This is an optimization exercise on Yosys and OpenROAD, whose aim is small area and a short achievable clock period, not a production implementation. In this exercise RTL edits were held to simulation tests only and were not proved equivalent to the original. Power and IR drop assume default switching activity.

**config.mk**
```make
export PLATFORM = sky130hd
export DESIGN_NAME = gfx_wbs_top
export DESIGN_NICKNAME = gfx_wbs_top
export VERILOG_FILES = /design/flow/design.v
export SDC_FILE = /design/flow/constraint.sdc
export NUM_CORES = 4
export LEC_CHECK = 0
export CAP_MARGIN = 20
export CORE_MARGIN = 2
export CORE_UTILIZATION = 40
export SLEW_MARGIN = 20
```
**constraint.sdc**
```tcl
create_clock -name core_clock -period 6.0 [get_ports {wbs_clk_i}]
set_input_delay 1.2000 -clock core_clock [delete_from_list [all_inputs] [get_ports {wbs_clk_i}]]
set_output_delay 1.2000 -clock core_clock [all_outputs]
set_load 0.01 [all_outputs]
```
**design.v**
```verilog
package gfx_reg_pkg;
  typedef enum logic [8-1:0]
  {
    CONTROL       = 8'h00,
    STATUS        = 8'h04,
    TARGET_BASE   = 8'h08,
    TARGET_SIZE_X = 8'h0C,
    TARGET_SIZE_Y = 8'h10,
    DEST_X        = 8'h14,
    DEST_Y        = 8'h18,
    COLOR0        = 8'h1C,
    ALPHA         = 8'h20
  } gfx_reg_e;
  localparam int POINT_W = 16;
  localparam int CTRL_DEPTH_LSB = 0;
  localparam int CTRL_DEPTH_W   = 2;
  localparam int CTRL_BLEND_BIT = 2;
  localparam int CTRL_RECT_BIT  = 8;
  localparam int CTRL_LINE_BIT  = 9;
  localparam int CTRL_POINT_BIT = 10;
  typedef struct packed
  {
    logic [15:0] count;
    logic [14:0] reserved;
    logic        busy;
  } gfx_status_t;
endpackage
package gfx_ctrl_pkg;
  typedef enum logic
  {
    IDLE = 1'b0,
    BUSY = 1'b1
  } gfx_seq_state_e;
  typedef enum logic [1:0]
  {
    NONE  = 2'd0,
    RECT  = 2'd1,
    LINE  = 2'd2,
    POINT = 2'd3
  } gfx_draw_cmd_e;
endpackage
module gfx_wbs_top
(
  input  logic                                  wbs_clk_i,
  input  logic                                  rst_i,
  input  logic                                  cs_i,
  input  logic                                  cyc_i,
  input  logic                                  stb_i,
  input  logic                                  we_i,
  input  logic [3:0]                            sel_i,
  input  logic [8-1:0]                 adr_i,
  input  logic [32-1:0]                dat_i,
  output logic                                  ack_o,
  output logic                                  err_o,
  output logic [32-1:0]                dat_o,
  input  logic                                  pipeline_ack_i,
  input  logic                                  writer_sint_i,
  input  logic                                  reader_sint_i,
  output logic                                  inta_o,
  output logic [32-1:0]                target_base_o,
  output logic [gfx_reg_pkg::POINT_W-1:0]       target_size_x_o,
  output logic [gfx_reg_pkg::POINT_W-1:0]       target_size_y_o,
  output logic [32-1:0]                dest_x_o,
  output logic [32-1:0]                dest_y_o,
  output logic [32-1:0]                color0_o,
  output logic [7:0]                            global_alpha_o,
  output logic [gfx_reg_pkg::CTRL_DEPTH_W-1:0]  color_depth_o,
  output logic                                  blending_enable_o,
  output logic                                  rect_write_o,
  output logic                                  line_write_o,
  output logic                                  point_write_o
);
  localparam int DEPTH = 16;
  localparam logic [2:0] R_CTRL  = 3'd0;
  localparam logic [2:0] R_ALPHA = 3'd1;
  logic       acc, acc32, wr_acc, rd_acc;
  logic [5:0] widx;
  logic       full;
  logic       push;
  logic       rd_ack_q;
  logic       rd_go;
  assign acc    = cs_i & cyc_i & stb_i;
  assign acc32  = &sel_i;
  assign wr_acc = acc & acc32 & we_i;
  assign rd_acc = acc & acc32 & ~we_i;
  assign widx   = adr_i[7:2];
  assign push  = wr_acc & ~full;
  assign ack_o = push | (rd_ack_q & rd_acc);
  assign err_o = acc & ~acc32;
  logic [3:0] enc_code;
  always_comb
  begin
    enc_code[3]   = (widx[5:4] == 2'b00) &
                    (widx[3] ? (widx[2:0] == 3'd0) : (widx[2:0] != 3'd1));
    enc_code[2:0] = widx[3] ? R_ALPHA : widx[2:0];
  end
  logic [35:0] mem [DEPTH];
  logic [3:0]  wr_ptr;
  logic [3:0]  rd_ptr;
  logic [4:0]  count;
  logic        pop;
  logic        drain_ok;
  logic [DEPTH-1:0] rd_sel;
  logic [35:0] head;
  assign full = count[4];
  assign pop  = drain_ok & (count != 5'd0);
  always_ff @(posedge wbs_clk_i)
  begin
    for (int i = 0; i < DEPTH; i++)
      if (push & (wr_ptr == 4'(i)))
        mem[i] <= {enc_code, dat_i};
  end
  always_ff @(posedge wbs_clk_i)
  begin
    if (rst_i)
    begin
      wr_ptr <= '0;
      rd_ptr <= '0;
      count  <= '0;
    end
    else
    begin
      if (push)
        wr_ptr <= wr_ptr + 1'b1;
      if (pop)
        rd_ptr <= rd_ptr + 1'b1;
      count <= count + {4'd0, push} - {4'd0, pop};
    end
  end
  always_comb
  begin
    head = '0;
    for (int i = 0; i < DEPTH; i++)
    begin
      rd_sel[i] = (rd_ptr == 4'(i));
      head = head | (mem[i] & {36{rd_sel[i]}});
    end
  end
  logic [31:11] control_hi;
  logic [7:0]  control_lo;
  logic [31:0] target_base_reg;
  logic [31:0] target_size_x_reg;
  logic [31:0] target_size_y_reg;
  logic [31:0] dest_x_reg;
  logic [31:0] dest_y_reg;
  logic [31:0] color0_reg;
  logic [31:0] alpha_n_reg;    
  logic        busy;
  logic [7:0]  wsel;
  logic [31:0] wdat;
  logic [31:0] wdat_n;
  always_comb
  begin
    for (int k = 0; k < 8; k++)
      wsel[k] = rst_i | (pop & head[35] & (head[34:32] == 3'(k)));
    wdat   = head[31:0] & {32{~rst_i}};
    wdat_n = ~head[31:0] & {32{~rst_i}};
  end
  always_ff @(posedge wbs_clk_i)
  begin
    if (wsel[R_CTRL])
    begin
      control_hi <= wdat[31:11];
      control_lo <= {wdat[7:1], wdat[0] | rst_i};
    end
    if (wsel[2]) target_base_reg   <= wdat;
    if (wsel[3]) target_size_x_reg <= wdat;
    if (wsel[4]) target_size_y_reg <= wdat;
    if (wsel[5]) dest_x_reg        <= wdat;
    if (wsel[6]) dest_y_reg        <= wdat;
    if (wsel[7]) color0_reg        <= wdat;
    if (wsel[R_ALPHA]) alpha_n_reg <= wdat_n;
  end
  logic [2:0] draw_q;
  logic       cmd_active;
  always_ff @(posedge wbs_clk_i)
  begin
    draw_q <= (wsel[R_CTRL] & ~rst_i) ? head[10:8] : 3'b000;
  end
  assign cmd_active = |draw_q;
  always_ff @(posedge wbs_clk_i)
  begin
    if (rst_i)
      busy <= 1'b0;
    else if (busy)
      busy <= ~pipeline_ack_i;
    else
      busy <= cmd_active;
  end
  assign drain_ok = ~busy & ~cmd_active;
  always_ff @(posedge wbs_clk_i)
  begin
    inta_o <= ~rst_i & (writer_sint_i | reader_sint_i);
  end
  logic [31:0] rd_mux;
  logic [31:0] rd_dat_q;
  always_comb
  begin
    case (widx)
      6'd0: rd_mux = {control_hi, draw_q, control_lo};
      6'd1: rd_mux = {11'd0, count, 15'd0, busy};
      6'd2: rd_mux = target_base_reg;
      6'd3: rd_mux = target_size_x_reg;
      6'd4: rd_mux = target_size_y_reg;
      6'd5: rd_mux = dest_x_reg;
      6'd6: rd_mux = dest_y_reg;
      6'd7: rd_mux = color0_reg;
      6'd8: rd_mux = ~alpha_n_reg;
      default: rd_mux = '0;
    endcase
  end
  assign rd_go = rd_acc & ~rd_ack_q & ~rst_i;
  always_ff @(posedge wbs_clk_i)
  begin
    rd_ack_q <= rd_go;
    rd_dat_q <= rd_go ? rd_mux : 32'd0;
  end
  assign dat_o = rd_dat_q;
  assign target_base_o     = target_base_reg;
  assign target_size_x_o   = target_size_x_reg[15:0];
  assign target_size_y_o   = target_size_y_reg[15:0];
  assign dest_x_o          = dest_x_reg;
  assign dest_y_o          = dest_y_reg;
  assign color0_o          = color0_reg;
  assign global_alpha_o    = ~alpha_n_reg[7:0];
  assign color_depth_o     = control_lo[1:0];
  assign blending_enable_o = control_lo[2];
  assign rect_write_o  = draw_q[0];
  assign line_write_o  = draw_q[1] & ~draw_q[0];
  assign point_write_o = draw_q[2] & ~draw_q[1] & ~draw_q[0];
endmodule
```
**run.sh**
```bash
#!/bin/bash
# synth_recipe.tcl (not shown) runs the flow's synth.tcl, then flattens the netlist and writes it again
# the make line also repeats each setting of config.mk as NAME=value (left out here)
make -C /OpenROAD-flow-scripts/flow DESIGN_CONFIG=/design/flow/config.mk WORK_HOME=/design/flow/orfs CLKGATE_MAP_FILE= SYNTH_SCRIPT=/design/flow/synth_recipe.tcl finish
```
==> run notes <==
## placed cells by master (no fill, tap or decap), types with 6 or more instances in the layout
cell type        count
a211oi_1            12
a21oi_1             81
a221oi_1            69
a222oi_1            38
a22o_1              26
a22oi_1            122
a31oi_1              8
a32oi_1             10
and2_1              30
and3_1              12
buf_4               58
clkbuf_1            27
clkbuf_16           94
clkdlybuf4s50_1    256
clkinv_1            17
clkinv_2            13
dfxtp_1             49
edfxtp_1           829
ha_1                10
inv_1               26
mux2_2              17
mux2i_1             29
mux4_2              39
nand2_1             56
nand2b_1             6
nand3_1             42
nand4_1              8
nor2_1              96
nor2_4              12
nor2b_1             18
nor3_1              13
nor3_2               6
nor4_1               9
o211ai_1             6
o21ai_0             24
o2bb2ai_1           16
## cell type report
type / count / area, um^2 / area share (%)
Sequential cell: 880 / 25920 / 64.35
Multi-Input combinational cell: 900 / 6959 / 17.28
Clock inverter: 39 / 336.6 / 0.8356
Clock buffer: 125 / 2509 / 6.228
Tap cell: 1080 / 1351 / 3.355
Timing Repair Buffer: 322 / 3098 / 7.691
Inverter: 28 / 105.1 / 0.2609
## power breakdown
group          leakage (nW)  switching [W]  total (W)  internal [W]
clock network          1.39        0.00226    0.00540       0.00313
registers              8.16       0.000310    0.00784       0.00753
logic                  3.32        0.00248    0.00402       0.00154
## final timing paths
path	slack, ps	cells past startpoint	endpoint
min	470	1	rd_ack_q$_DFF_P_
max	1810	8	dest_y_reg[6]$_DFFE_PP_
min reg2reg	470	1	rd_ack_q$_DFF_P_
max reg2reg	1810	8	dest_y_reg[6]$_DFFE_PP_
## metal layers
| metal | vias up | share of wire, % | GRT usage [%] |
|---|---|---|---|
| met5 | - | 0.055 | 0 |
| met4 | 8 | 2.4 | 5.898 |
| met3 | 150 | 9.1 | 5.536 |
| met2 | 907 | 49 | 35.47 |
| met1 | 10118 | 40 | 28.01 |
| li1 | 8484 | - | - |
## kinds of logic after synthesis
kind of cell / share of synthesized area [%]
flip-flops: 77.17
AO/OA/AOI/OAI: 10.32
AND/OR/NAND/NOR: 4.866
buffers and inverters: 2.776
multiplexers: 4.050
adder cells (fa/ha/maj): 0.5813
XOR/XNOR: 0.2347
## through the flow
step / utilization, % / worst slack (ps) / cells / hold slack, ps
after global placement: 44.87 / 1512 / 3209 / 458.8
final: 48.29 / 1815 / 3374 / 467.0
after floorplan: - / 1066 / 1977 / 409.0
after detailed placement: 44.88 / 1488 / 3210 / 455.2
after global routing: 48.29 / 1686 / 3374 / 476.2
after CTS: 48.29 / 1844 / 3374 / 468.5
==> impl_metrics.env <==
export IMPL_yosys_warnings=2
export IMPL_ios=262
export IMPL_cpPeakStageDelay_ps=650
export IMPL_crit_path_top_delay_cell="a311oi_1"
export IMPL_crit_family="compound AO/OA/AOI/OAI gates"
export IMPL_fin_crit_ps=4185
export IMPL_cts_hold_buf=0
export IMPL_cp_start_kind="register"
export IMPL_critPathBufInv=2
export IMPL_cpMostUsedCell="buf_4"
export IMPL_setup_viol=0
export IMPL_rows=106
export IMPL_cts_root_buf="clkbuf_16"
export IMPL_layout_drive_gt1_share_pct=12.38
export IMPL_power_leakage_nw=12.86
export IMPL_cts_tree="built"
export IMPL_min_path_type="reg2reg"
export IMPL_core_area_um2=83420
export IMPL_layout_nets=2291
export IMPL_r2r_start="rd_ptr[0]$_SDFFE_PP0P_"
export IMPL_drv_cap=0
export IMPL_grt_pass1_wl_um=135100
export IMPL_rsz0062_at_grt="no"
export IMPL_drtAntennaViolNets=0
export IMPL_synth_ff_type="edfxtp_1"
export IMPL_fmax_ghz=0.2389
export IMPL_synth_area_um2=33580
export IMPL_ys_seq_area_share_pct=77.17
export IMPL_synth_seq_cells=880
export IMPL_synthesis_nets=2045
export IMPL_ir_worst_vdd_mv=0.2484
export IMPL_cts_resized=0
export IMPL_crit_type="reg2reg"
export IMPL_drc=0
export IMPL_grt_max_degree=65
export IMPL_postPlaceCellArea_um2=37440
export IMPL_dieHeight_um=293.7
export IMPL_crit_arrival_ps=4480
export IMPL_synth_area_leaders="edfxtp_1 74%, dfxtp_1 3.0%, a22oi_1 2.7%"
export IMPL_start_util_pct=40.25
export IMPL_dieArea_um2=86280
export IMPL_startpoint="rd_ptr[0]$_SDFFE_PP0P_"
export IMPL_post_dp_hpwl_um=55330
export IMPL_grt_use_total_pct=21.42
export IMPL_crit_chain="ha_4 > buf_4 > nand4_1 > o21ai_0 > a311oi_1 > and3_1 > a31o_2 > buf_4"
export IMPL_min_from="rd_ack_q$_DFF_P_"
export IMPL_timing_critical_path_fanout_max=64
export IMPL_num_fill_cells=6872
export IMPL_grt_pass1_vias=19764
export IMPL_timing_hold_violations_final=0
export IMPL_drt_wl_total_um=93820
export IMPL_p_total_w=0.01726
export IMPL_cts_sinks=880
export IMPL_tns_ps=0
export IMPL_avgRoutedWirePerCell_um=27.81
export IMPL_diodes=0
export IMPL_drt_iter0_drc=2066
export IMPL_gp_congestion=0.7910
export IMPL_drtPass1Iterations=5
export IMPL_post_drt_via_cell_ratio=5.829
export IMPL_top_register="mem"
export IMPL_clock_skew_ps=19.45
export IMPL_synth_cell_types=64
export IMPL_cts_buffers=91
export IMPL_cp_end_kind="register"
export IMPL_maxSlewViolCount=0
export IMPL_outcome="timing/DRC/antenna clean"
export IMPL_largest_reg_flops=576
export IMPL_p_per_area_nw_per_um2=428.4
export IMPL_synth_top_cell_area_share_pct=74.13
export IMPL_yosys_top_cells_count="829 x edfxtp_1, 122 x a22oi_1, 109 x nor2_1"
export IMPL_avgSynthCellArea_um2=16.99
export IMPL_worstPathRequired_ps=6300
export IMPL_tightest_slew_ps=1109
export IMPL_clk_latency_ps=650
export IMPL_synth_cells=1977
export IMPL_grt_overflow_total=0
export IMPL_ys_async_sr_fraction_pct=0
export IMPL_io_buffers=259
export IMPL_antenna_found_initial=4
export IMPL_synth_top_cell_by_area="edfxtp_1"
export IMPL_cts_max_level=3
export IMPL_fin_crit_sh_pct=69.75
export IMPL_max_slew_margin_pct=25.63
export IMPL_clk_path_buf_depth=3
export IMPL_synth_edf_count=829
export IMPL_die_width_um=293.7
export IMPL_areaGrowthSynthToFinish_pct=19.96
export IMPL_final_area_um2=40280
export IMPL_dr_total_vias=19667
export IMPL_cts_reportedPaths_clkPinSlew_ps=60
export IMPL_postCtsSetupRepairBufs=0
export IMPL_yosysMostFrequentCell="edfxtp_1"

## afterwards: timing with drivers on the ports
The results above use ideal ports. As a check the final layout listed here was re-extracted and re-timed, cells and wires unchanged.
Step 1: set_driving_cell puts a clkbuf_16 on wbs_clk_i and a buf_2 on each other input, an assumption about the parent block.
Step 2 also shifts input and output timing later by t, the mid clock arrival at the registers, as if the neighbouring blocks saw the same clock.
Three values: ideal, step 1, step 2; two values: the first two.
t (ns): 0.701
setup WS [ns]: 1.815 / 1.815 / 1.532
hold slack, ns: 0.467 / 0.467 / 0.467
cell pins on the clock port's net: 1
After both steps this run still meets setup and hold. The setup slack of this run moves by 0.000 ns with the drivers and by -0.283 ns with both steps.
